From an optimization exercise on the open Yosys and OpenROAD flow, aimed at small area; shortcuts taken in it are not production practice.
The RTL was checked by simulation tests, not by an equivalence proof against the original design.
Power figures rest on the tool's default switching activity, not on a simulated workload.

--- flow/config.mk ---
export PLATFORM = sky130hd
export DESIGN_NAME = inmux_top
export DESIGN_NICKNAME = inmux_top
export VERILOG_FILES = /design/flow/design.v
export SDC_FILE = /design/flow/constraint.sdc
export NUM_CORES = 4
export LEC_CHECK = 0
export CAP_MARGIN = 20
export CORE_MARGIN = 2
export CORE_UTILIZATION = 40
export SLEW_MARGIN = 20
--- flow/constraint.sdc ---
create_clock -name core_clock -period 5.0 [get_ports {clk}]
set_input_delay 1.0000 -clock core_clock [delete_from_list [all_inputs] [get_ports {clk}]]
set_output_delay 1.0000 -clock core_clock [all_outputs]
set_load 0.01 [all_outputs]
--- flow/run.sh ---
#!/bin/bash
# synth_recipe.tcl (not shown) runs the flow's synth.tcl, then flattens the netlist and writes it again
# the make line also repeats each setting of config.mk as NAME=value (left out here)
make -C /OpenROAD-flow-scripts/flow DESIGN_CONFIG=/design/flow/config.mk WORK_HOME=/design/flow/orfs CLKGATE_MAP_FILE= SYNTH_SCRIPT=/design/flow/synth_recipe.tcl finish
--- flow/design.v ---
package inmux_pkg;
   localparam int DATA_W = 32;  
   typedef enum logic [2:0] {
      IO0     = 3'b000,
      IO1     = 3'b001,
      IO2     = 3'b010,
      IO3     = 3'b011,
      MIP_ALT = 3'b100,  
      MIP     = 3'b101,
      MIE     = 3'b110,
      MSTATUS = 3'b111
   } sysreg_sel_e;
   localparam int BIT_SW     = 3;   
   localparam int BIT_TIMER  = 7;   
   localparam int BIT_EXT    = 11;  
   localparam int BIT_TICK   = 16;  
   localparam int BIT_RETIRE = 17;  
   localparam logic [DATA_W-1:0] MSTATUS_FIXED = 32'h0000_1800;
endpackage
`timescale 1ns/1ps
import inmux_pkg::*;
module irq_csr_bits (
   input  logic                       clk,
   input  logic                       reset,
   input  logic                       sysregack,     
   input  logic                       we,            
   input  logic [1:0]                 adr,           
   input  logic [inmux_pkg::DATA_W-1:0] wdat,        
   input  logic                       irq_ext,       
   input  logic                       irq_timer,     
   input  logic                       tick_pulse,    
   input  logic                       retire_pulse,  
   output logic                       mie,           
   output logic                       mpie,          
   output logic                       msie,
   output logic                       mtie,
   output logic                       meie,
   output logic                       mtimeincie,
   output logic                       mrinstretie,
   output logic                       msip,
   output logic                       mtip,
   output logic                       meip,
   output logic                       mtimeincip,
   output logic                       mrinstretip,
   output logic                       irq_pending    
);
   logic [2:0]  wsel;     
   logic        wr_en;    
   logic        mip_wr;   
   logic        any_pend;
   assign wsel   = {1'b1, adr};
   assign wr_en  = sysregack & we;
   assign mip_wr = wr_en & ((wsel == MIP) | (wsel == MIP_ALT));
   assign any_pend = (msip        & msie)
                   | (mtip        & mtie)
                   | (meip        & meie)
                   | (mtimeincip  & mtimeincie)
                   | (mrinstretip & mrinstretie);
   always_ff @(posedge clk) begin
      if (reset) begin
         mie         <= 1'b0;
         mpie        <= 1'b0;
         msie        <= 1'b0;
         mtie        <= 1'b0;
         meie        <= 1'b0;
         mtimeincie  <= 1'b0;
         mrinstretie <= 1'b0;
         msip        <= 1'b0;
         mtip        <= 1'b0;
         meip        <= 1'b0;
         mtimeincip  <= 1'b0;
         mrinstretip <= 1'b0;
         irq_pending <= 1'b0;
      end else begin
         mtip <= irq_timer;  
         meip <= irq_ext;
         if (wr_en) begin
            case (wsel)
               MIP_ALT, MIP: msip <= wdat[BIT_SW];
               MIE: begin
                  msie        <= wdat[BIT_SW];
                  mtie        <= wdat[BIT_TIMER];
                  meie        <= wdat[BIT_EXT];
                  mtimeincie  <= wdat[BIT_TICK];
                  mrinstretie <= wdat[BIT_RETIRE];
               end
               MSTATUS: begin
                  mie  <= wdat[BIT_SW];
                  mpie <= wdat[BIT_TIMER];
               end
               default: ;  
            endcase
         end
         if (tick_pulse)
            mtimeincip <= 1'b1;  
         else if (mip_wr && !wdat[BIT_TICK])
            mtimeincip <= 1'b0;
         if (retire_pulse)
            mrinstretip <= 1'b1;
         else if (mip_wr && !wdat[BIT_RETIRE])
            mrinstretip <= 1'b0;
         irq_pending <= mie & any_pend;  
      end
   end
endmodule
`timescale 1ns/1ps
module data_sram #(
   parameter int SRAM_ADR_W = 6  
) (
   input  logic                         clk,
   input  logic                         reset,
   input  logic                         sram_stb,  
   input  logic                         we,        
   input  logic [SRAM_ADR_W-1:0]        adr,       
   input  logic [inmux_pkg::DATA_W-1:0] wdat,      
   output logic [inmux_pkg::DATA_W-1:0] dsram,     
   output logic                         sram_ack   
);
   localparam int DEPTH = 2 ** SRAM_ADR_W;
   logic [inmux_pkg::DATA_W-1:0] mem [DEPTH];  
   always_ff @(posedge clk) begin
      if (sram_stb && we)
         mem[adr] <= wdat;
   end
   always_ff @(posedge clk) begin
      if (reset)
         dsram <= '0;  
      else if (sram_stb)
         dsram <= mem[adr];  
   end
   always_ff @(posedge clk) begin
      if (reset)
         sram_ack <= 1'b0;
      else
         sram_ack <= sram_stb;
   end
endmodule
`timescale 1ns/1ps
import inmux_pkg::*;
module input_mux #(
   parameter int IWIDTH = 8  
) (
   input  logic                         clk,
   input  logic                         reset,
   input  logic [inmux_pkg::DATA_W-1:0] dat_o,     
   input  logic [IWIDTH-1:0]            dat_i,     
   input  logic [inmux_pkg::DATA_W-1:0] dsram,     
   input  logic [inmux_pkg::DATA_W-1:0] adr,       
   input  logic                         sra_msb,   
   input  logic                         sa00,      
   input  logic                         stb,       
   input  logic                         sram_ack,  
   input  logic                         io_ack,    
   input  logic                         mie,
   input  logic                         mpie,
   input  logic                         msie,
   input  logic                         mtie,
   input  logic                         meie,
   input  logic                         mtimeincie,
   input  logic                         mrinstretie,
   input  logic                         msip,
   input  logic                         mtip,
   input  logic                         meip,
   input  logic                         mtimeincip,
   input  logic                         mrinstretip,
   output logic                         sysregack,  
   output logic [inmux_pkg::DATA_W-1:0] di,         
   output logic [inmux_pkg::DATA_W-1:0] rdee        
);
   logic [DATA_W-1:0] ext_in;       
   logic [DATA_W-1:0] mip_word;
   logic [DATA_W-1:0] mie_word;
   logic [DATA_W-1:0] mstatus_word;
   logic [DATA_W-1:0] theio;        
   logic [DATA_W-1:0] sh_adr;       
   logic              sys_hit;      
   logic              sa00mod;      
   logic [2:0]        sel;
   always_comb begin
      ext_in              = '0;
      ext_in[IWIDTH-1:0]  = dat_i;
      mip_word             = '0;
      mip_word[BIT_SW]     = msip;
      mip_word[BIT_TIMER]  = mtip;
      mip_word[BIT_EXT]    = meip;
      mip_word[BIT_TICK]   = mtimeincip;
      mip_word[BIT_RETIRE] = mrinstretip;
      mie_word             = '0;
      mie_word[BIT_SW]     = msie;
      mie_word[BIT_TIMER]  = mtie;
      mie_word[BIT_EXT]    = meie;
      mie_word[BIT_TICK]   = mtimeincie;
      mie_word[BIT_RETIRE] = mrinstretie;
      mstatus_word            = MSTATUS_FIXED;  
      mstatus_word[BIT_SW]    = mie;
      mstatus_word[BIT_TIMER] = mpie;
   end
   assign sel = adr[29:27];
   always_comb begin
      case (sel)
         IO0, IO1, IO2, IO3: begin
            theio   = ext_in;
            sys_hit = 1'b0;
         end
         MIP_ALT, MIP: begin
            theio   = mip_word;  
            sys_hit = 1'b1;
         end
         MIE: begin
            theio   = mie_word;
            sys_hit = 1'b1;
         end
         default: begin
            theio   = mstatus_word;  
            sys_hit = 1'b1;
         end
      endcase
   end
   assign sysregack = stb & sys_hit;  
   always_ff @(posedge clk) begin
      if (reset) begin
         rdee    <= '0;
         sa00mod <= 1'b0;
      end else begin
         rdee    <= stb ? theio : dsram;  
         sa00mod <= io_ack | sysregack | sram_ack | sa00;
      end
   end
   assign sh_adr = {sra_msb, adr[DATA_W-1:1]};
   assign di     = sa00mod ? ((dat_o & rdee) | (~dat_o & sh_adr)) : dat_o;
endmodule
`timescale 1ns/1ps
module inmux_top #(
   parameter int IWIDTH     = 8,  
   parameter int SRAM_ADR_W = 6   
) (
   input  logic                         clk,
   input  logic                         reset,
   input  logic [inmux_pkg::DATA_W-1:0] dat_o,         
   input  logic [IWIDTH-1:0]            dat_i,         
   input  logic [inmux_pkg::DATA_W-1:0] adr,           
   input  logic                         sra_msb,
   input  logic                         sa00,
   input  logic                         stb,           
   input  logic                         sram_stb,      
   input  logic                         we,
   input  logic [inmux_pkg::DATA_W-1:0] wdat,
   input  logic                         io_ack,
   input  logic                         irq_ext,
   input  logic                         irq_timer,
   input  logic                         tick_pulse,
   input  logic                         retire_pulse,
   output logic [inmux_pkg::DATA_W-1:0] di,
   output logic [inmux_pkg::DATA_W-1:0] rdee,
   output logic                         sysregack,
   output logic                         sram_ack,
   output logic                         irq_pending
);
   logic [inmux_pkg::DATA_W-1:0] dsram;
   logic mie, mpie;
   logic msie, mtie, meie, mtimeincie, mrinstretie;
   logic msip, mtip, meip, mtimeincip, mrinstretip;
   data_sram #(
      .SRAM_ADR_W (SRAM_ADR_W)
   ) u_data_sram (
      .clk      (clk),
      .reset    (reset),
      .sram_stb (sram_stb),
      .we       (we),
      .adr      (adr[SRAM_ADR_W+1:2]),
      .wdat     (wdat),
      .dsram    (dsram),
      .sram_ack (sram_ack)
   );
   irq_csr_bits u_irq_csr_bits (
      .clk          (clk),
      .reset        (reset),
      .sysregack    (sysregack),    
      .we           (we),
      .adr          (adr[28:27]),
      .wdat         (wdat),
      .irq_ext      (irq_ext),
      .irq_timer    (irq_timer),
      .tick_pulse   (tick_pulse),
      .retire_pulse (retire_pulse),
      .mie          (mie),
      .mpie         (mpie),
      .msie         (msie),
      .mtie         (mtie),
      .meie         (meie),
      .mtimeincie   (mtimeincie),
      .mrinstretie  (mrinstretie),
      .msip         (msip),
      .mtip         (mtip),
      .meip         (meip),
      .mtimeincip   (mtimeincip),
      .mrinstretip  (mrinstretip),
      .irq_pending  (irq_pending)
   );
   input_mux #(
      .IWIDTH (IWIDTH)
   ) u_input_mux (
      .clk         (clk),
      .reset       (reset),
      .dat_o       (dat_o),
      .dat_i       (dat_i),
      .dsram       (dsram),
      .adr         (adr),
      .sra_msb     (sra_msb),
      .sa00        (sa00),
      .stb         (stb),
      .sram_ack    (sram_ack),
      .io_ack      (io_ack),
      .mie         (mie),
      .mpie        (mpie),
      .msie        (msie),
      .mtie        (mtie),
      .meie        (meie),
      .mtimeincie  (mtimeincie),
      .mrinstretie (mrinstretie),
      .msip        (msip),
      .mtip        (mtip),
      .meip        (meip),
      .mtimeincip  (mtimeincip),
      .mrinstretip (mrinstretip),
      .sysregack   (sysregack),
      .di          (di),
      .rdee        (rdee)
   );
endmodule
==> notes.md, run 1 <==
critical path launch point=adr[7]; CTS sink cnt=around 2100; DP Worst Slack=0.6862 ns; fin worst setup slack=around 0.8 ns; Hold Path Stages=2; Remaining Overflow, GRT=0; crit share post-route=a little over four fifths; Clock transition at path regs=~0.06 ns; crit path DAT=3.19 ns; initial DRC count=6858; TritonCTS clock tree=built; Seq cells post-synth=2127; Final Util=approximately 47%; FP Rows=about 170; nets=around 5000; average wire per cell in the routed design=33.60 um; FF-to-FF path depth=5; main area contributors after synthesis=edfxtp_1 76%, mux4_2 5.0%, mux2i_1 4.8%; sequential cell area fraction in the yosys report=77.44%; final setup TNS=0 ns; Final GP Congestion=around 0.90; Setup crit start kind=input port; Adder-Cell Fraction of Synth Area=0%; largest family of logic cells by synthesized area=multiplexers; Worst Hold Endpoint=u_irq_csr_bits.mtimeincip; Port Buffers=approximately 180; first-pass GRT wire length=between 300 and 400 mm; outcome=timing/DRC/antenna clean; clock buffer depth=3; FF-to-FF End=u_data_sram.dsram[17]; # DRC=0; multiplexer share of the synthesized area=10.17%; min-delay src=u_irq_csr_bits.mtimeincip; full die area=207300 um^2; largest net degree at the start of global routing=66; Ys Warns=3; Post-Synth XOR/XNOR Area=0%; biggest regs=u_data_sram.mem (2048), u_data_sram.dsram (32), u_input_mux.rdee (32); Avg Vias per Cell=about 6; Synth area leader=edfxtp_1; Top reg by flops=u_data_sram.mem; placed cell count=approximately 7300; simple-gate area share of the yosys netlist=around 2.6%; highest clock rate=between 200 and 250 MHz; Tmin final=between 4 and 5 ns; Final Max Tran Viols=0; clk_skew=0.04371 ns; Slew @ Worst Pin=1.118 ns; max-cap violations=0; clock latency (worst-skew pair)=slightly below 0.9 ns; DRT Pass-1 Iters=8; layout cells sized above 1=18.95%; Lkg Pwr=about 0.031 uW; worst-path maximum fanout=10; PD cells=slightly below 400 nW/um^2; fillers=approximately 17000; initial antenna violation count=29; Initial Util=40.26%; Post-CTS Setup Inserts=0; die height=455.3 um; Avg Inst Size Synth=18.54 um^2; mapped cell area=between 80000 and 90000 um^2; fin cells=approximately 7700; WL final=between 200 and 300 mm; crit end category=primary output; GRT Resource Usage Total=24.47%; worst hold path class=reg2reg; count of different cell masters after synthesis=61; worst vdd ir=between 0.0003 and 0.0004 V; post-route antenna net violation count=0; Setup CP Type=in2out; max reg flops=slightly above 2000; RSZ-0062 raised after global routing=no; Resized Gates After CTS=0; vias in the first global route=~44000; number of buffers created by CTS=roughly 210; Core Footprint=slightly above 200000 um^2; area grow syn2layout=17.27%; Async S/R FF share, synth=0%; worst r2r src=u_data_sram.mem[43][17]; via count=about 46000; Gate Count Post-Synth=4394; share of the synthesized area in the top cell type=between 70% and 80%; clock root buffer=clkbuf_16; I/O pins=~180; # hold bufs at CTS=0; FF-to-FF setup slack=between 2 and 3 ns; Rel. slew slack=roughly a quarter; dpl hpwl=~160 mm; Die Width=around 460 um; Most used DFF post-synth=edfxtp_1; Synth Area in Compound Gates=under 10%; final setup fails=0; final hold viol count=0; H-tree depth=4; Data required, critical path=~4 ns; syn_nets=approximately 4500; Post-synth EDFFs=between 2000 and 2500
[through the flow]
step,total power [uW],hold WS [ns],instance area [um^2]
2_1_floorplan,21060,0.4305,81450
4_1_cts,37700,0.4783,95490
3_3_place_gp,22330,0.4774,88740
3_5_place_dp,22360,0.4710,88740
5_1_grt,38510,0.4947,95490
6_report,37570,0.4979,95520
[routing by layer]
layer / track usage, % / routed length (um) / vias to the layer above
li1: - / - / 18980
met1: 33.47 / 100500 / 24020
met2: 37.94 / 118200 / 2729
met3: 5.978 / 28370 / 445
met4: 9.225 / 10150 / 16
met5: 0 / 98 / -
[cell usage in the layout (no fill, tap or decap), types with 37 or more instances in the layout]
master / n
edfxtp_1: 2048
clkinv_1: 42
mux4_2: 182
o22ai_1: 78
buf_4: 229
a21oi_1: 93
clkbuf_16: 212
o21ai_0: 118
nand3_1: 41
a22oi_1: 124
nor2_4: 67
dfxtp_1: 78
nand2_1: 80
nor2_1: 197
mux2i_1: 391
inv_1: 37
a221oi_1: 289
a31oi_1: 41
clkbuf_1: 49
buf_12: 80
clkdlybuf4s50_1: 144
[how the worst max path moves through the flow]
stage / endpoint / cells past startpoint
4_1_cts: di[6] / 5
3_3_place_gp: u_data_sram.mem[24][9] / 6
2_1_floorplan: u_data_sram.mem[11][0] / 9
3_5_place_dp: u_data_sram.mem[24][27] / 6
5_1_grt: di[6] / 5
6_report: di[6] / 5
[where the power goes]
group	leakage (uW)	internal, uW	switching (uW)	total [uW]
Combinational	0.00841	753	1550	2310
Clock	0.00331	8770	6790	15600
Sequential	0.0191	19600	86.1	19700
Total	0.0308	29100	8430	37600
[logic make-up (layout without fill, tap and decap cells)]
family	count (synthesis)	in the layout
AO/OA/AOI/OAI	852	852
other	0	12
flip-flops	2127	2127
multiplexers	597	597
buffers and inverters	334	916
AND/OR/NAND/NOR	484	484
[worst max-delay path, cell delays in order]
cell and delay, ns:
clkdlybuf4s50_1 1.00, buf_4 0.31, a21oi_1 0.09, a31oi_1 0.19
clkdlybuf4s50_1 0.58
[synthesized netlist by cell type (all sizes together) (78+ instances only)]
cell and count:
mux4 182, dfxtp 79, nand2 81, o22ai 78, buf 197, edfxtp 2048
o21ai 119, a22oi 124, a221oi 289, nor2 267, mux2i 391, a21oi 93
clkbuf 97
[area by class of cell]
| cell class | count | area, um^2 | area share [%] |
|---|---|---|---|
| clock buffers | 281 | 5764 | 6.035 |
| inverters | 40 | 157.7 | 0.1650 |
| well taps | 2672 | 3343 | 3.500 |
| multi-input cells | 1933 | 17180 | 17.99 |
| diodes | 12 | 30.03 | 0.03144 |
| clock inverters | 105 | 984.7 | 1.031 |
| flip-flops and latches | 2127 | 63080 | 66.04 |
| repair buffers | 490 | 4977 | 5.211 |
==> run 2, diff against run 1 <==
--- a/flow/design.v
+++ b/flow/design.v
@@ -118,15 +118,31 @@
 );
    localparam int DEPTH = 2 ** SRAM_ADR_W;
-   logic [inmux_pkg::DATA_W-1:0] mem [DEPTH];  
-   always_ff @(posedge clk) begin
-      if (sram_stb && we)
-         mem[adr] <= wdat;
+   localparam int W     = inmux_pkg::DATA_W;
+   logic [DEPTH-1:0] row;     
+   logic [DEPTH-1:0] wr;      
+   logic [DEPTH-1:0] keep;    
+   logic [DEPTH-1:0] rsel;    
+   logic             rhold;   
+   always_comb begin
+      for (int r = 0; r < DEPTH; r++)
+         row[r] = (adr == SRAM_ADR_W'(r));
    end
-   always_ff @(posedge clk) begin
-      if (reset)
-         dsram <= '0;  
-      else if (sram_stb)
-         dsram <= mem[adr];  
+   assign wr    = row & {DEPTH{sram_stb & we}};
+   assign keep  = ~wr;
+   assign rsel  = row & {DEPTH{sram_stb & ~reset}};
+   assign rhold = ~sram_stb & ~reset;
+   logic [DEPTH-1:0][W-1:0] mem;
+   for (genvar r = 0; r < DEPTH; r++) begin : g_word
+      always_ff @(posedge clk)
+         mem[r] <= (mem[r] & {W{keep[r]}}) | (wdat & {W{wr[r]}});
+   end
+   logic [W-1:0] rd;
+   always_comb begin
+      rd = dsram & {W{rhold}};
+      for (int r = 0; r < DEPTH; r++)
+         rd = rd | (mem[r] & {W{rsel[r]}});
    end
+   always_ff @(posedge clk)
+      dsram <= rd;  
    always_ff @(posedge clk) begin
       if (reset)
--- a/flow/config.mk
+++ b/flow/config.mk
@@ -8,4 +8,7 @@
 export CAP_MARGIN = 20
 export CORE_MARGIN = 2
-export CORE_UTILIZATION = 40
+export CORE_UTILIZATION = 70
+export CTS_BUF_LIST = sky130_fd_sc_hd__clkbuf_8
+export CTS_CLUSTER_DIAMETER = 50
+export CTS_CLUSTER_SIZE = 16
 export SLEW_MARGIN = 20
==> notes.md, run 2 <==
min-delay src=u_irq_csr_bits.mie; Post-synth EDFFs=2048 (unchanged); combinational share of power=3.7% (-2.4 points); worst-path maximum fanout=11 (+1); worst hold path class=reg2reg; largest net degree at the start of global routing=67 (+1.5%); Final GP Congestion=0.9312 (+3.1%); clock buffer depth=3 (unchanged); CTS sink cnt=2127 (unchanged); Initial Util=70.65% (+30 points); Setup CP Type=in2reg; Ys Warns=3 (unchanged); FF-to-FF End=u_data_sram.dsram[6]; # hold bufs at CTS=0 (unchanged); Seq pwr share=65.3% (+13 points); most frequent cells in the layout=2048 x edfxtp_1, 757 x a22oi_1, 309 x buf_4; Synth area leader=edfxtp_1; commonest non-fill, non-tap cell in the layout=edfxtp_1; FF-to-FF setup slack=2.43 ns (-0.12 ns); Crit-path slowest cell=nor4_1; clock latency (worst-skew pair)=0.94 ns (+0.07 ns); outcome=timing/DRC/antenna clean; Storage cell area=63080 um^2 (unchanged); final hold viol count=0 (unchanged); worst vdd ir=0.0003041 V (-9.3%); crit end category=flop; initial antenna violation count=23 (-21%); I/O pins=183 (unchanged); Async S/R FF share, synth=0% (unchanged); Remaining Overflow, GRT=0 (unchanged); max-cap violations=0 (unchanged); FF-to-FF path depth=5 (unchanged); met1 Usage GRT=65.32% (+32 points); Switch Pwr=6566 uW (-22%); Avg Vias per Cell=7.938 (+32%); Avg Inst Size Synth=17.83 um^2 (-3.8%); via count=50160 (+8.6%); nets=4878 (-0.83%); GR Layer Usage met3=18.24% (+12 points); clock root buffer=clkbuf_8; slowest stage delay, CP=0.92 ns (-0.08 ns); H-tree depth=4 (unchanged); main area contributors after synthesis=edfxtp_1 80%, a22oi_1 7.4%, dfxtp_1 2.1%; Port Buffers=181 (unchanged); Die Width=335.7 um (-26%); die height=335.7 um (-26%); mapped cell area=77010 um^2 (-5.5%); Final Util=79.91% (+33 points); crit share post-route=80.01% (-3.7 points); placed cell count=6006 (-17%); full die area=112700 um^2 (-46%); most common library cells after synthesis=2048 x edfxtp_1, 757 x a22oi_1, 182 x clkbuf_1; WL final=279.5 mm (+8.6%); number of buffers created by CTS=166 (-21%); fillers=5861 (-65%); count of different cell masters after synthesis=57 (-6.6%); # DRC=0 (unchanged); Resized Gates After CTS=0 (unchanged); TritonCTS clock tree=built; Worst Hold Endpoint=u_irq_csr_bits.irq_pending; Rel. slew slack=17.88% (-6.8 points); Core Footprint=109000 um^2 (-46%); Data required, critical path=5.76 ns (+1.76 ns); Post-CTS Setup Inserts=0 (unchanged); GR Layer Usage met2=70.33% (+32 points); PD cells=346.4 nW/um^2 (-12%); Setup crit start kind=input port; share of the synthesized area in the top cell type=79.86% (+4.4 points); crit path DAT=4.76 ns (+1.57 ns); area of the multi-input gates=13640 um^2 (-21%); Most used DFF post-synth=edfxtp_1; fin cells=6319 (-18%); initial DRC count=11800 (+72%); first-pass GRT wire length=373.3 mm (+5.8%); most frequent CP cell=buf_4; post-route antenna net violation count=0 (unchanged); dpl hpwl=168.2 mm (+7.5%); cell internal pwr=23610 uW (-19%); GRT busiest layer=met2; syn_nets=4434 (-1.7%); Slew @ Worst Pin=1.230 ns (+0.1129 ns); final setup fails=0 (unchanged); vias in the first global route=46590 (+6.4%); clk_skew=0.04523 ns (+0.001512 ns); sequential cell area fraction in the yosys report=81.91% (+4.5 points); Gate Count Post-Synth=4318 (-1.7%); final setup TNS=0 ns (unchanged); RSZ-0062 raised after global routing=no; WHS=0.4762 ns (-0.02170 ns); Lkg Pwr=0.02742 uW (-11%); switching share of total power=21.76% (-0.66 points); area grow syn2layout=13.11%; Seq cells post-synth=2127 (unchanged); DRT Pass-1 Iters=9 (+1); Pwr Total=30170 uW (-20%); FP Rows=121 (-27%); average wire per cell in the routed design=44.23 um (+32%); layout cells sized above 1=16.06% (-2.9 points); worst-path cell chain=clkdlybuf4s50_1 -> buf_4 -> or4b_2 -> nor2_2 -> buf_4 -> a22oi_1 -> nand2_1 -> nor4_1 -> nand4_1; Hold Path Stages=2 (unchanged); Final Max Tran Viols=0 (unchanged); Clock transition at path regs=0.10 ns (+0.04 ns); Clock Power Share=31.0% (-10 points); most common cell in the synthesized netlist=edfxtp_1; Tmin final=4.001 ns (-0.1870 ns); highest clock rate=250.0 MHz (+4.7%); GRT Resource Usage Total=50.06% (+26 points)
## run 2: power groups by stage
stage                     Sequential (uW)  Combinational (uW)  Clock [uW]
after floorplan                     20100                 319           0
after global placement              20100                1040           0
after detailed placement            20100                1070           0
after CTS                           19700                1070        9240
after global routing                19700                1140        9870
final                               19700                1120        9350
## run 2: kinds of logic after synthesis
| kind of cell | count (synthesis) | synth area share [%] |
|---|---|---|
| compound gates | 1205 | 11.83 |
| buf+inv | 304 | 1.608 |
| flops | 2127 | 81.91 |
| mux | 13 | 0.1690 |
| simple gates | 669 | 4.481 |
## run 2: metrics by stage
step           setup slack (ns)  cell area, um^2
6_report                 0.9993            87110
5_1_grt                  0.8434            87080
4_1_cts                  0.9620            87000
3_5_place_dp             0.3307            83790
3_3_place_gp             0.3866            83780
2_1_floorplan             1.032            77010
## run 2: critical path: cells and delay by family
kind	cells	cell delay, ns
AOI/OAI and AO/OA	1	0.34
and+or+nand+nor	5	2.02
buffers and inverters	3	1.38
## run 2: worst max-delay path by stage
| stage | startpoint | to | slack (ns) | cells past startpoint |
|---|---|---|---|---|
| after floorplan | adr[5] | flop | 1.03 | 5 |
| after global placement | adr[7] | u_data_sram.dsram[19] | 0.39 | 11 |
| after detailed placement | adr[7] | u_data_sram.dsram[19] | 0.33 | 11 |
| after CTS | u_input_mux.sa00mod | di[14] | 0.96 | 4 |
| after global routing | u_input_mux.sa00mod | di[29] | 0.84 | 4 |
| final | adr[5] | u_data_sram.dsram[28] | 1.0 | 9 |
## run 2: area by class of cell
type	instances	share of cell area [%]
Sequential cell	2127	72.42
Clock buffer	177	2.797
Antenna cell	17	0.04884
Clock inverter	117	0.8862
Timing Repair Buffer	544	6.003
Inverter	36	0.1551
Tap cell	1414	2.031
Multi-Input combinational cell	1887	15.66
## run 2: per-layer routing
layer / part of all wire [%] / vias to the layer above
li1: - / 18860
met2: 42 / 5805
met3: 19 / 1250
met5: 0.088 / -
met1: 30 / 24210
met4: 9.1 / 36
==> run 3, diff against run 2 <==
==> flow/flow/run.sh (new file) <==
#!/bin/bash
# Layout flow: the standard ORFS flow with two changes
#  - port buffers use the smallest buffer cell (repair_design upsizes any that need it)
#  - clock tree: clkbuf_8 buffers, at most 16 sinks per cluster, no dummy loads
set -euo pipefail
WORK=$(pwd)
export BUFFER_PORTS_ARGS="-buffer_cell sky130_fd_sc_hd__buf_1"
export CTS_ARGS="-sink_clustering_enable -repair_clock_nets -dont_use_dummy_load -buf_list sky130_fd_sc_hd__clkbuf_8 -sink_clustering_size 16 -sink_clustering_max_diameter 50"
bash standard.sh finish > "$WORK/standard_flow.log" 2>&1
==> flow/standard.sh (new file) <==
#!/bin/bash
# synth_recipe.tcl (not shown) runs the flow's synth.tcl, then flattens the netlist and writes it again
# the make line also repeats each setting of config.mk as NAME=value (left out here)
make -C /OpenROAD-flow-scripts/flow DESIGN_CONFIG=/design/flow/config.mk WORK_HOME=/design/flow/orfs CLKGATE_MAP_FILE= SYNTH_SCRIPT=/design/flow/synth_recipe.tcl "${@:-finish}"
--- a/flow/config.mk
+++ b/flow/config.mk
@@ -9,6 +9,3 @@
 export CORE_MARGIN = 2
 export CORE_UTILIZATION = 70
-export CTS_BUF_LIST = sky130_fd_sc_hd__clkbuf_8
-export CTS_CLUSTER_DIAMETER = 50
-export CTS_CLUSTER_SIZE = 16
 export SLEW_MARGIN = 20
removed: flow/run.sh
==> notes.md, run 3 <==
outcome=timing/DRC/antenna clean; TritonCTS clock tree=built; DP Worst Slack=0.4869 ns (+0.1561 ns); crit end category=flop; number of buffers created by CTS=167 (+0.60%); # hold bufs at CTS=0 (unchanged); Final Max Tran Viols=0 (unchanged); crit path DAT=4.71 ns (-0.05 ns); # DRC=0 (unchanged); worst hold path class=in2reg; highest clock rate=253.1 MHz (+1.3%); most common cell in the synthesized netlist=edfxtp_1; Worst Hold Endpoint=u_irq_csr_bits.mtimeincip; FF-to-FF path depth=4 (-1); combinational share of power=3.6% (about the same); layout cells sized above 1=14.87% (-1.2 points); Port Buffers=181 (unchanged); most frequent cells in the layout=2048 x edfxtp_1, 757 x a22oi_1, 278 x buf_4; Rel. slew slack=9.816% (-8.1 points); Remaining Overflow, GRT=0 (unchanged); die height=335.7 um (unchanged); Clock transition at path regs=0.09 ns (about the same); area of the multi-input gates=13650 um^2 (about the same); first-pass GRT wire length=375.3 mm (+0.55%); Avg Vias per Cell=8.177 (+3.0%); Slew @ Worst Pin=1.345 ns (+0.1142 ns); WL final=283.3 mm (+1.4%); simple-gate area share of the yosys netlist=4.481% (unchanged); Setup crit start kind=input port; Hold Path Stages=3 (+1); Post-Synth XOR/XNOR Area=0% (unchanged); H-tree depth=4 (unchanged); main area contributors after synthesis=edfxtp_1 80%, a22oi_1 7.4%, dfxtp_1 2.1%; Adder-Cell Fraction of Synth Area=0% (unchanged); Clock Power Share=28.3% (-2.7 points); via count=50450 (+0.58%); final setup TNS=0 ns (unchanged); FF-to-FF setup slack=2.46 ns (+0.03 ns); sequential cell area fraction in the yosys report=81.91% (unchanged); max-cap violations=0 (unchanged); fillers=6123 (+4.5%); Post-synth EDFFs=2048 (unchanged); Core Footprint=109000 um^2 (unchanged); DRT Pass-1 Iters=19 (+10); Setup CP Type=in2reg; Seq pwr share=68.1% (+2.8 points); Tmin final=3.951 ns (-0.04987 ns); final setup fails=0 (unchanged); Final GP Congestion=0.9541 (+2.5%); Most used DFF post-synth=edfxtp_1; I/O pins=183 (unchanged); final hold viol count=0 (unchanged); share of the synthesized area in the top cell type=79.86% (unchanged); multiplexer share of the synthesized area=0.1690% (unchanged); Initial Util=70.65% (unchanged); Synth area leader=edfxtp_1; clock buffer depth=3 (unchanged); Seq cells post-synth=2127 (unchanged); CTS sink cnt=2127 (unchanged); Post-CTS Setup Inserts=0 (unchanged); Resized Gates After CTS=0 (unchanged); Switch Pwr=6113 uW (-6.9%); Final Cell Area=85110 um^2 (-2.3%); Avg Inst Size Synth=17.83 um^2 (unchanged); clk_skew=0.05704 ns (+0.01181 ns); cell internal pwr=22830 uW (-3.3%); dpl hpwl=168.2 mm (about the same); average wire per cell in the routed design=45.92 um (+3.8%); switching share of total power=21.12% (-0.64 points); Gate Count Post-Synth=4318 (unchanged); worst vdd ir=0.0003248 V (+6.8%); clock root buffer=clkbuf_8; full die area=112700 um^2 (unchanged); count of different cell masters after synthesis=57 (unchanged); initial DRC count=12040 (+2.0%); DP Area=82750 um^2 (-1.2%); largest net degree at the start of global routing=67 (unchanged); FP Rows=121 (unchanged); Ys Warns=3 (unchanged); area grow syn2layout=10.51%; vias in the first global route=46120 (-1.0%); post-route antenna net violation count=0 (unchanged); crit share post-route=79.02% (-1.0 points); Async S/R FF share, synth=0% (unchanged); Synth Area in Compound Gates=11.83% (unchanged); RSZ-0062 raised after global routing=no; mapped cell area=77010 um^2 (unchanged); FF-to-FF End=u_data_sram.dsram[22]; clock latency (worst-skew pair)=0.93 ns (about the same); worst-path maximum fanout=29 (+18); initial antenna violation count=19 (-17%); largest family of logic cells by synthesized area=compound AO/OA/AOI/OAI gates; commonest non-fill, non-tap cell in the layout=edfxtp_1; Storage cell area=63080 um^2 (about the same); Data required, critical path=5.76 ns (about the same); min-delay src=tick_pulse; most common library cells after synthesis=2048 x edfxtp_1, 757 x a22oi_1, 182 x clkbuf_1; Lkg Pwr=0.02633 uW (-4.0%); fin worst setup slack=1.049 ns (+0.04987 ns); nets=4858 (-0.41%); syn_nets=4434 (unchanged); GRT Resource Usage Total=50.49% (+0.43 points); PD cells=340.1 nW/um^2 (-1.8%); Die Width=335.7 um (unchanged)
run 3: cell counts after synthesis:
Identical to the previous run, type by type.
run 3: logic make-up after synthesis:
family          after synthesis
compound gates             1205
buf+inv                     304
flops                      2127
simple gates                669
mux                          13
run 3: power groups by stage:
| stage | Clock (uW) | Combinational (uW) | Sequential (uW) |
|---|---|---|---|
| final | 8200 | 1030 | 19700 |
| after global routing | 8660 | 1030 | 19700 |
| after CTS | 8080 | 969 | 19700 |
| after detailed placement | 0 | 968 | 20100 |
| after global placement | 0 | 944 | 20100 |
| after floorplan | 0 | 319 | 20100 |
run 3: worst max path at each step:
stage	slack (ns)	end	cells after the start	start
CTS	1.39	di[3]	3	u_input_mux.sa00mod
global placement	0.56	u_data_sram.dsram[9]	10	adr[7]
finish	1.05	u_data_sram.dsram[22]	8	adr[4]
detailed placement	0.49	u_data_sram.dsram[9]	10	adr[7]
global route	1.17	u_data_sram.dsram[22]	8	adr[4]
floorplan	1.03	flop	5	adr[5]
run 3: layer usage:
layer | vias to the layer above | track usage (%) | wire (um)
met1 | 24460 | 66.27 | 87210
met2 | 6048 | 69.92 | 118100
met3 | 1231 | 19.18 | 52780
li1 | 18700 | - | -
met5 | - | 0.6079 | 100
met4 | 16 | 36.07 | 25140
run 3: through the flow:
step	util, %	std cells	power [uW]	hold WS (ns)
2_1_floorplan	-	4318	20370	0.4254
3_3_place_gp	75.90	5986	21060	0.4603
3_5_place_dp	75.92	5987	21090	0.4717
4_1_cts	78.03	6154	28760	0.2656
5_1_grt	78.05	6157	29420	0.3051
6_report	78.08	6170	28950	0.3066
run 3: cell type report:
class / instances / share of cell area [%]
Tap cell: 1414 / 2.079
Inverter: 36 / 0.1588
Multi-Input combinational cell: 1887 / 16.04
Clock buffer: 167 / 2.701
Sequential cell: 2127 / 74.12
Antenna cell: 16 / 0.04705
Timing Repair Buffer: 523 / 4.849
run 3: critical path: stages:
cell       delay (ns)
clkbuf_2         0.53
nand4bb_1        0.57
buf_4            0.28
nor2_2           0.23
a22oi_1          0.27
nand4_1          0.77
nor4_1           0.87
nand4_1          0.16
==> run 4, diff against run 3 <==
==> flow/flow/run.sh (replaced) <==
#!/bin/bash
# Layout flow: the standard ORFS flow with two changes
#  - port buffers use the smallest buffer cell (repair_design upsizes any that need it)
#  - clock tree: clkbuf_8 buffers, at most 18 sinks per cluster, no dummy loads
set -euo pipefail
WORK=$(pwd)
export BUFFER_PORTS_ARGS="-buffer_cell sky130_fd_sc_hd__buf_1"
export CTS_ARGS="-sink_clustering_enable -repair_clock_nets -dont_use_dummy_load -buf_list sky130_fd_sc_hd__clkbuf_8 -sink_clustering_size 18 -sink_clustering_max_diameter 60"
bash standard.sh finish > "$WORK/standard_flow.log" 2>&1
--- a/flow/config.mk
+++ b/flow/config.mk
@@ -8,4 +8,4 @@
 export CAP_MARGIN = 20
 export CORE_MARGIN = 2
-export CORE_UTILIZATION = 70
+export CORE_UTILIZATION = 75
 export SLEW_MARGIN = 20
==> notes.md, run 4 <==
crit share post-route=80.78% (+1.8 points); Final Max Tran Viols=0 (unchanged); most common cell in the synthesized netlist=edfxtp_1; Lkg Pwr=0.02610 uW (-0.88%); Seq cells post-synth=2127 (unchanged); H-tree depth=4 (unchanged); clock buffer depth=3 (unchanged); Clock transition at path regs=0.10 ns (about the same); largest net degree at the start of global routing=68 (+1.5%); Crit-path slowest cell=nor4_1; via count=51290 (+1.7%); mapped cell area=77010 um^2 (unchanged); # hold bufs at CTS=0 (unchanged); CTS sink cnt=2127 (unchanged); Core Footprint=101700 um^2 (-6.7%); PD cells=335.6 nW/um^2 (-1.3%); Die Width=324.4 um (-3.3%); nets=4821 (-0.76%); Tmin final=4.039 ns (+0.08819 ns); full die area=105300 um^2 (-6.6%); multiplexer share of the synthesized area=0.1690% (unchanged); vias in the first global route=47220 (+2.4%); simple-gate area share of the yosys netlist=4.481% (unchanged); DRT Pass-1 Iters=9 (-10); Resized Gates After CTS=0 (unchanged); Rel. slew slack=14.01% (+4.2 points); post-route antenna net violation count=0 (unchanged); Data required, critical path=5.73 ns (-0.03 ns); Remaining Overflow, GRT=0 (unchanged); highest clock rate=247.6 MHz (-2.2%); Slew @ Worst Pin=1.276 ns (-0.06832 ns); main area contributors after synthesis=edfxtp_1 80%, a22oi_1 7.4%, dfxtp_1 2.1%; final setup TNS=0 ns (unchanged); RSZ-0062 raised after global routing=no; Post-synth EDFFs=2048 (unchanged); Setup CP Type=in2reg; worst hold path class=in2reg; Post-Synth XOR/XNOR Area=0% (unchanged); slowest stage delay, CP=1.09 ns (+0.22 ns); Synth Area in Compound Gates=11.83% (unchanged); I/O pins=183 (unchanged); FP Rows=117 (-3.3%); Avg Inst Size Synth=17.83 um^2 (unchanged); critical path launch point=adr[5]; GRT Resource Usage Total=53.25% (+2.8 points); outcome=timing/DRC/antenna clean; Ys Warns=3 (unchanged); crit path DAT=4.77 ns (+0.06 ns); Crit path buffers/inverters=3 (+1); largest family of logic cells by synthesized area=compound AO/OA/AOI/OAI gates; Pwr Total=28400 uW (-1.9%); most common library cells after synthesis=2048 x edfxtp_1, 757 x a22oi_1, 182 x clkbuf_1; worst vdd ir=0.0003899 V (+20%); worst-path maximum fanout=26 (-10%); count of different cell masters after synthesis=57 (unchanged); initial DRC count=13280 (+10%); Setup crit start kind=input port; Port Buffers=181 (unchanged); Initial Util=75.69% (+5.0 points); number of buffers created by CTS=142 (-15%); TritonCTS clock tree=built; initial antenna violation count=17 (-2); Post-CTS Setup Inserts=0 (unchanged); crit end category=flop; most frequent cells in the layout=2048 x edfxtp_1, 757 x a22oi_1, 265 x buf_4; WL final=280.1 mm (-1.1%); die height=324.4 um (-3.3%); average wire per cell in the routed design=46.00 um (+0.18%); Final GP Congestion=0.9601 (+0.63%); Synth area leader=edfxtp_1; fillers=4929 (-20%); syn_nets=4434 (unchanged); min-delay src=irq_ext; max-cap violations=0 (unchanged); final setup fails=0 (unchanged); Async S/R FF share, synth=0% (unchanged); area grow syn2layout=9.875%; dpl hpwl=164.6 mm (-2.1%); clk_skew=0.06413 ns (+0.007091 ns); sequential cell area fraction in the yosys report=81.91% (unchanged); # DRC=0 (unchanged); delay-heaviest family, CP=simple AND/OR/NAND/NOR gates; first-pass GRT wire length=374.7 mm (-0.15%); Adder-Cell Fraction of Synth Area=0% (unchanged); Final Util=83.17% (+5.1 points); layout cells sized above 1=14.22% (-0.65 points); worst-path cell chain=clkbuf_2 -> buf_4 -> or4b_2 -> nor2_2 -> buf_4 -> a22oi_1 -> nand4_1 -> nor4_1 -> nand4_1; Gate Count Post-Synth=4318 (unchanged); clock root buffer=clkbuf_8; clock latency (worst-skew pair)=0.92 ns (about the same); Avg Vias per Cell=8.422 (+3.0%); final hold viol count=0 (unchanged); commonest non-fill, non-tap cell in the layout=edfxtp_1; share of the synthesized area in the top cell type=79.86% (unchanged); Most used DFF post-synth=edfxtp_1
==> run 4: metrics by stage <==
| stage | hold WS (ns) | setup slack [ns] | instances | area (um^2) |
|---|---|---|---|---|
| 4_1_cts | 0.3019 | 1.406 | 6070 | 84530 |
| 3_5_place_dp | 0.4780 | 0.5778 | 5928 | 82570 |
| 3_3_place_gp | 0.4625 | 0.03645 | 5927 | 82560 |
| 6_report | 0.3169 | 0.9609 | 6090 | 84620 |
| 2_1_floorplan | 0.4254 | 1.032 | 4318 | 77010 |
| 5_1_grt | 0.3253 | 1.141 | 6072 | 84570 |
==> run 4: path summary, 6_finish.rpt <==
path	end	slack, ns	depth (start not counted)
min	u_irq_csr_bits.meip	0.32	2
max reg2reg	u_data_sram.dsram[7]	2.47	5
min reg2reg	u_irq_csr_bits.mtimeincip	0.51	2
max	u_data_sram.dsram[24]	0.96	9
==> run 4: per-layer routing <==
layer,track usage (%),vias up,wire [um]
li1,-,18620,-
met3,21.76,1554,56500
met1,68.17,24290,78960
met2,73.93,6813,116500
met4,39.81,14,28070
met5,0,-,97
==> run 4: worst reg2reg max path, cell delays in order (launching register included) <==
cell and delay (ns):
edfxtp_1 0.39, a222oi_1 0.55, nor2_1 0.09, or3_1 0.52, nor4_1 0.63, nand4_1 0.16
==> run 4: final cells by class <==
type | instances | area [um^2] | share of cell area, %
diodes | 19 | 47.55 | 0.05619
clock buffers | 142 | 1954 | 2.310
inverters | 36 | 135.1 | 0.1597
multi-input cells | 1887 | 13650 | 16.13
flip-flops and latches | 2127 | 63080 | 74.55
well taps | 1368 | 1712 | 2.023
repair buffers | 511 | 4038 | 4.772
==> run 4: power by group <==
part           switching (uW)  internal [uW]
Combinational             792            244
Sequential                113          19600
Clock                    5090           2560
==> run 4: cell families (layout without fill, tap and decap cells) <==
logic type,Yosys count,count (layout)
DFF,2127,2127
muxes,13,13
AOI/OAI and AO/OA,1205,1205
other,0,19
and+or+nand+nor,669,669
buffers and inverters,304,689
==> run 5, diff against run 4 <==
==> flow/flow/run.sh (replaced) <==
#!/bin/bash
# Layout flow: the standard ORFS flow (standard.sh, unchanged synthesis)
# with these changes to the steps after synthesis:
#  - port buffers use the smallest buffer cell (repair_design upsizes any that need it)
#  - clock tree: clkbuf_8 buffers, at most 18 sinks per cluster, no dummy loads
#  - flow/dont_use.tcl keeps large buffers and large gates out of placement,
#    resizing, CTS and global-route repair
set -euo pipefail
WORK=$(pwd)
export BUFFER_PORTS_ARGS="-buffer_cell sky130_fd_sc_hd__buf_1"
export CTS_ARGS="-sink_clustering_enable -repair_clock_nets -dont_use_dummy_load -buf_list sky130_fd_sc_hd__clkbuf_8 -sink_clustering_size 18 -sink_clustering_max_diameter 60"
for step in GLOBAL_PLACE RESIZE CTS GLOBAL_ROUTE; do
   export PRE_${step}_TCL="$WORK/flow/dont_use.tcl"
done
bash standard.sh finish > "$WORK/standard_flow.log" 2>&1
==> flow/flow/dont_use.tcl (new file) <==
# Extra don't-use list for the steps after synthesis: no large buffers, no
# delay cells, and no logic gates above drive strength 1. Repair then fixes
# slew and load with chains of small buffers and keeps gates small.
set_dont_use {sky130_fd_sc_hd__buf_12 sky130_fd_sc_hd__buf_16 sky130_fd_sc_hd__bufinv_16 sky130_fd_sc_hd__bufinv_8 sky130_fd_sc_hd__buf_8 sky130_fd_sc_hd__clkdlybuf4s* sky130_fd_sc_hd__buf_6}
foreach c [get_lib_cells sky130_fd_sc_hd__*] {
  set n [get_name $c]
  if {[regexp {clkbuf|clkinv|__buf_|__inv_} $n]} continue
  if {[regexp {_(2|4|8|12|16)$} $n]} { set_dont_use $c }
}
==> notes.md, run 5 <==
sequential cell area fraction in the yosys report=81.91% (unchanged); Port Buffers=181 (unchanged); Die Width=324.4 um (unchanged); number of buffers created by CTS=140 (-1.4%); largest net degree at the start of global routing=67 (-1.5%); most common cell in the synthesized netlist=edfxtp_1; mapped cell area=77010 um^2 (unchanged); share of the synthesized area in the top cell type=79.86% (unchanged); final setup fails=0 (unchanged); WHS=0.2784 ns (-0.03847 ns); GRT Resource Usage Total=52.94% (-0.31 points); crit path DAT=5.45 ns (+0.68 ns); commonest non-fill, non-tap cell in the layout=edfxtp_1; clk_skew=0.06276 ns (-0.001366 ns); Gate Count Post-Synth=4318 (unchanged); Most used DFF post-synth=edfxtp_1; CTS sink cnt=2127 (unchanged); worst-path maximum fanout=23 (-12%); clock root buffer=clkbuf_8; Seq pwr share=69.7% (+0.3 points); syn_nets=4434 (unchanged); highest clock rate=218.0 MHz (-12%); dpl hpwl=173.7 mm (+5.5%); crit end category=flop; Remaining Overflow, GRT=0 (unchanged); Clock transition at path regs=0.11 ns (about the same); Ys Warns=3 (unchanged); via count=51710 (+0.82%); clock latency (worst-skew pair)=0.93 ns (about the same); Crit-path slowest cell=nor2_1; combinational share of power=3.5% (about the same); outcome=timing/DRC/antenna clean; Final Max Tran Viols=0 (unchanged); most common library cells after synthesis=2048 x edfxtp_1, 757 x a22oi_1, 182 x clkbuf_1; full die area=105300 um^2 (unchanged); post-route antenna net violation count=0 (unchanged); first-pass GRT wire length=372.9 mm (-0.49%); Clock Power Share=26.8% (about the same); Switch Pwr=5923 uW (-1.1%); Post-synth EDFFs=2048 (unchanged); H-tree depth=4 (unchanged); slowest stage delay, CP=1.12 ns (+0.03 ns); Data required, critical path=5.86 ns (+0.13 ns); Initial Util=75.69% (unchanged); vias in the first global route=47240 (+0.036%); WL final=278.5 mm (-0.59%); Post-CTS Setup Inserts=0 (unchanged); DP Area=81140 um^2 (-1.7%); layout cells sized above 1=11.06% (-3.2 points); most frequent cells in the layout=2048 x edfxtp_1, 757 x a22oi_1, 298 x buf_1; average wire per cell in the routed design=44.49 um (-3.3%); Synth area leader=edfxtp_1; die height=324.4 um (unchanged); initial DRC count=13200 (-0.65%); Final Cell Area=83150 um^2 (-1.7%); TritonCTS clock tree=built; GRT busiest layer=met2; worst hold path class=in2reg; max-cap violations=0 (unchanged); count of different cell masters after synthesis=57 (unchanged); Core Footprint=101700 um^2 (unchanged); RSZ-0062 raised after global routing=no; Lkg Pwr=0.02611 uW (about the same); Final GP Congestion=0.9838 (+2.5%); # hold bufs at CTS=0 (unchanged); DRT Pass-1 Iters=13 (+4); GR Layer Usage met2=72.78% (-1.1 points); Resized Gates After CTS=0 (unchanged); final setup TNS=0 ns (unchanged); Tmin final=4.588 ns (+0.5490 ns); Async S/R FF share, synth=0% (unchanged); met1 Usage GRT=68.83% (+0.67 points); crit share post-route=91.76% (+11 points); # DRC=0 (unchanged); clock buffer depth=3 (unchanged); final hold viol count=0 (unchanged); Avg Inst Size Synth=17.83 um^2 (unchanged); worst-path cell chain=buf_1 -> nand4b_1 -> nor2_1 -> buf_2 -> a22oi_1 -> nand4_1 -> nor4_1 -> nand3_1; nets=4992 (+3.5%); main area contributors after synthesis=edfxtp_1 80%, a22oi_1 7.4%, dfxtp_1 2.1%; Rel. slew slack=14.80% (+0.79 points); area grow syn2layout=7.977%; Slew @ Worst Pin=1.266 ns (-0.01001 ns); I/O pins=183 (unchanged); FP Rows=117 (unchanged); PD cells=339.9 nW/um^2 (+1.3%); switching share of total power=20.95% (-0.14 points); Setup crit start kind=input port; Seq cells post-synth=2127 (unchanged); GR Layer Usage met3=21.87% (+0.12 points); initial antenna violation count=28 (+11); Avg Vias per Cell=8.262 (-1.9%); cell internal pwr=22340 uW (-0.30%); worst vdd ir=0.0003682 V (-5.6%); Setup CP Type=in2reg
==> run 5: cell families after synthesis <==
group,count (synthesis),synth area share (%)
flops,2127,81.91
simple gates,669,4.481
mux,13,0.1690
compound gates,1205,11.83
buf+inv,304,1.608
==> run 5: critical path: cells and delay by family <==
| family | cells | cell delay (ns) |
|---|---|---|
| buf+inv | 2 | 1.52 |
| compound gates | 1 | 0.21 |
| simple gates | 5 | 2.69 |
==> run 5: worst paths after layout <==
kind / startpoint / endpoint / slack, ns / cells past startpoint
setup / recovery: adr[3] / u_data_sram.dsram[19] / 0.41 / 8
setup reg to reg: flop / u_data_sram.dsram[6] / 2.51 / 5
hold / removal: irq_timer / u_irq_csr_bits.mtip / 0.28 / 2
hold reg to reg: flop / u_data_sram.dsram[7] / 0.49 / 2
==> run 5: through the flow <==
step	cells	setup slack (ns)	total power, uW	utilization [%]
6_report	6259	0.4119	28270	81.73
5_1_grt	6244	0.5170	28710	81.69
4_1_cts	6238	0.9502	28050	81.65
3_5_place_dp	6098	0.005654	21020	79.75
3_3_place_gp	6092	0.05506	20990	79.71
2_1_floorplan	4318	1.032	20370	-
==> run 5: power by group through the flow <==
stage / clock network [uW] / registers, uW / logic, uW
after floorplan: 0 / 20100 / 319
after global placement: 0 / 20100 / 884
after detailed placement: 0 / 20100 / 910
after CTS: 7430 / 19700 / 911
after global routing: 8010 / 19700 / 986
final: 7570 / 19700 / 981
==> run 5: cell type report <==
| cell class | count | area (um^2) |
|---|---|---|
| antenna | 17 | 42.54 |
| tap | 1368 | 1712 |
| fill | 5218 | 18590 |
| clock buffer | 140 | 1927 |
| sequential | 2127 | 63080 |
| multi-input combinational | 1887 | 12690 |
| timing repair buffer | 684 | 3566 |
| inverter | 36 | 135.1 |
==> run 5: routing by layer <==
layer	wire, um	share of wire (%)	up-vias
li1	-	-	18950
met1	78890	28	24500
met2	114900	41	6815
met3	57240	21	1430
met4	27300	9.8	18
met5	140	0.050	-
==> run 6, diff against run 5 <==
==> flow/flow/run.sh (replaced) <==
#!/bin/bash
# Layout flow: the standard ORFS flow (standard.sh, unchanged synthesis)
# with these changes to the steps after synthesis:
#  - flow/restructure.tcl re-maps the combinational logic for area once the
#    synthesized netlist is read (registers untouched)
#  - port buffers use the smallest buffer cell (repair_design upsizes any that need it)
#  - clock tree: clkbuf_8 buffers, at most 16 sinks per cluster, no dummy loads
#  - flow/dont_use.tcl keeps large buffers and large gates out of placement,
#    resizing, CTS and global-route repair
set -euo pipefail
WORK=$(pwd)
export POST_SYNTH_TCL="$WORK/flow/restructure.tcl"
export BUFFER_PORTS_ARGS="-buffer_cell sky130_fd_sc_hd__buf_1"
export CTS_ARGS="-sink_clustering_enable -repair_clock_nets -dont_use_dummy_load -buf_list sky130_fd_sc_hd__clkbuf_8 -sink_clustering_size 16 -sink_clustering_max_diameter 50"
for step in GLOBAL_PLACE RESIZE CTS GLOBAL_ROUTE; do
   export PRE_${step}_TCL="$WORK/flow/dont_use.tcl"
done
bash standard.sh finish > "$WORK/standard_flow.log" 2>&1
==> flow/flow/restructure.tcl (new file) <==
# Runs after the standard synthesis netlist is read, before floorplan:
# re-map the combinational logic for area with OpenROAD's restructure (ABC).
# Registers are not touched.
set_dont_use $::env(DONT_USE_CELLS)
file mkdir $::env(OBJECTS_DIR)/rmp
report_design_area
restructure -target area -liberty_file [lindex $::env(LIB_FILES) 0] \
  -tielo_port sky130_fd_sc_hd__conb_1/LO -tiehi_port sky130_fd_sc_hd__conb_1/HI \
  -work_dir $::env(OBJECTS_DIR)/rmp -abc_logfile $::env(OBJECTS_DIR)/rmp/abc.log
report_design_area
==> notes.md, run 6 <==
outcome=timing/DRC/antenna clean; Setup crit start kind=input port; PD cells=349.6 nW/um^2 (+2.8%); Resized Gates After CTS=0 (unchanged); Avg Inst Size Synth=19.20 um^2 (+7.7%); Rel. slew slack=3.260% (-12 points); fin worst setup slack=0.6418 ns (+0.2299 ns); crit share post-route=87.16% (-4.6 points); WHS=0.3141 ns (+0.03571 ns); initial DRC count=16600 (+26%); vias in the first global route=47180 (-0.12%); mapped cell area=75180 um^2 (-2.4%); Data required, critical path=5.84 ns (-0.02 ns); crit path DAT=5.20 ns (-0.25 ns); die height=320.6 um (-1.2%); full die area=102800 um^2 (-2.4%); Tmin final=4.358 ns (-0.2299 ns); Final Max Tran Viols=0 (unchanged); worst-path cell chain=buf_1 -> clkinv_1 -> nor2_1 -> clkinv_1 -> nor2_1 -> clkinv_1 -> nor2_1 -> buf_4 -> a22oi_1 -> nand4_1 -> a2111oi_0 -> buf_1 -> nand3b_1; Port Buffers=181 (unchanged); highest clock rate=229.5 MHz (+5.3%); FF-to-FF path depth=4 (-1); layout cells sized above 1=11.60% (+0.55 points); Worst Setup EP=u_data_sram.dsram[19]; Remaining Overflow, GRT=0 (unchanged); GRT Resource Usage Total=57.82% (+4.9 points); average wire per cell in the routed design=50.01 um (+12%); final setup TNS=0 ns (unchanged); Slew @ Worst Pin=1.446 ns (+0.1794 ns); crit end category=flop; min-delay src=irq_ext; Pwr Total=28660 uW (+1.4%); clock root buffer=clkbuf_8; critical path launch point=adr[2]; WL final=297.1 mm (+6.7%); dpl hpwl=172.7 mm (-0.58%); DRT Pass-1 Iters=17 (+4); area of the multi-input gates=12020 um^2 (-5.3%); FF-to-FF End=u_data_sram.dsram[8]; nets=4737 (-5.1%); initial antenna violation count=34 (+21%); Crit path buffers/inverters=6 (+4); number of buffers created by CTS=159 (+14%); I/O pins=183 (unchanged); most frequent cells in the layout=2048 x edfxtp_1, 720 x a22oi_1, 220 x buf_1; Final GP Congestion=0.9955 (+1.2%); final hold viol count=0 (unchanged); Initial Util=75.40% (-0.30 points); worst-path maximum fanout=18 (-22%); largest net degree at the start of global routing=65 (-3.0%); RSZ-0062 raised after global routing=no; Gate Count Post-Synth=3915 (-9.3%); Lkg Pwr=0.02507 uW (-4.0%); max-cap violations=0 (unchanged); slowest stage delay, CP=0.51 ns (-0.61 ns); post-route antenna net violation count=0 (unchanged); TritonCTS clock tree=built; Clock transition at path regs=0.09 ns (-0.02 ns); worst hold path class=in2reg; clock latency (worst-skew pair)=0.92 ns (about the same); critical path depth=13 (+5); clock buffer depth=3 (unchanged); syn_nets=4031 (-9.1%); # DRC=0 (unchanged); Die Width=320.6 um (-1.2%); Crit-path slowest cell=buf_1; final setup fails=0 (unchanged); Storage cell area=63080 um^2 (unchanged); Setup CP Type=in2reg; first-pass GRT wire length=387.2 mm (+3.8%); worst vdd ir=0.0003323 V (-9.7%); fillers=4902 (-6.1%); via count=53210 (+2.9%); Post-CTS Setup Inserts=0 (unchanged); H-tree depth=4 (unchanged); Ys Warns=3 (unchanged); clk_skew=0.05334 ns (-0.009420 ns); FF-to-FF setup slack=2.80 ns (+0.29 ns); area grow syn2layout=9.046%; placed cell count=5758 (-5.6%); delay-heaviest family, CP=buffers and inverters; # hold bufs at CTS=0 (unchanged); FP Rows=116 (-0.85%); commonest non-fill, non-tap cell in the layout=edfxtp_1; fin cells=5942 (-5.1%); Core Footprint=99710 um^2 (-2.0%); DP Worst Slack=0.2851 ns (+0.2794 ns); Avg Vias per Cell=8.954 (+8.4%); CTS sink cnt=2127 (unchanged)
==> run 6: routing by layer <==
layer | GRT usage [%] | routed length (um)
met1 | 71.61 | 82430
met4 | 38.94 | 29800
met2 | 76.14 | 115300
met3 | 34.41 | 68670
met5 | 3.357 | 977
==> run 6: how the worst min path moves through the flow <==
stage | depth (start not counted) | slack, ns | to
after floorplan | 2 | 0.43 | u_irq_csr_bits.irq_pending
after global placement | 2 | 0.46 | u_irq_csr_bits.irq_pending
after detailed placement | 2 | 0.46 | u_irq_csr_bits.irq_pending
after CTS | 2 | 0.30 | u_irq_csr_bits.meip
after global routing | 2 | 0.34 | u_irq_csr_bits.meip
final | 2 | 0.31 | u_irq_csr_bits.meip
==> run 6: worst register-to-register path, stage by stage (launching register included) <==
cell,delay [ns]
edfxtp_1,0.38
a222oi_1,0.46
nand3_1,0.14
nor4_1,0.83
o2111ai_1,0.23
==> run 6: cell type report <==
type | instances | share of cell area, %
tap | 1298 | 1.981
antenna | 25 | 0.07631
timing repair buffer | 545 | 3.361
multi-input combinational | 1723 | 14.66
clock buffer | 159 | 2.669
inverter | 65 | 0.2991
sequential | 2127 | 76.95
==> run 6: power breakdown <==
part	internal (uW)	leakage [uW]	switching, uW
Clock	2850	0.00114	5150
Combinational	194	0.00487	791
Sequential	19600	0.0191	68.7
==> run 6: stage by stage <==
step / instance area, um^2 / utilization [%]
finish: 81980 / 82.22
global route: 81930 / 82.17
CTS: 81900 / 82.14
detailed placement: 79720 / 79.95
global placement: 79700 / 79.93
floorplan: 75350 / -

static timing again, ports no longer ideal:
The results above use ideal ports. As a check the final layouts listed here were re-extracted and re-timed, cells and wires unchanged. Step 1: set_driving_cell puts a clkbuf_16 on clk and a buf_2 on each other input, an assumption about the parent block. Step 2 also shifts input and output timing later by t, the mid clock arrival at the registers, as if the neighbouring blocks saw the same clock. Three values: ideal ports, drivers, drivers and shift; two values: the first two.
run	t (ns)	setup slack, ns	worst setup path after step 2	clock arrival spread, ns	worst register clock-pin slew, ns
run 1	0.942	0.812 / 0.789 / 0.560	input to register	0.048 / 0.048	0.07 / 0.07
run 2	0.993	0.999 / 0.923 / 0.045	input to register	0.046 / 0.047	0.11 / 0.11
run 3	0.978	1.049 / 1.099 / 0.121	input to register	0.064 / 0.064	0.10 / 0.10
run 4	0.964	0.961 / 1.016 / 0.052	input to register	0.065 / 0.066	0.12 / 0.12
run 5	0.977	0.412 / 0.454 / -0.523	input to register	0.064 / 0.064	0.12 / 0.12
run 6	0.974	0.642 / 0.538 / -0.436	input to register	0.067 / 0.067	0.10 / 0.10
With both steps, setup timing fails in run 5 and run 6, where it was met with ideal ports. The setup slack of run 6, which loses most, moves by -0.104 ns with the drivers and by -1.078 ns with both steps.
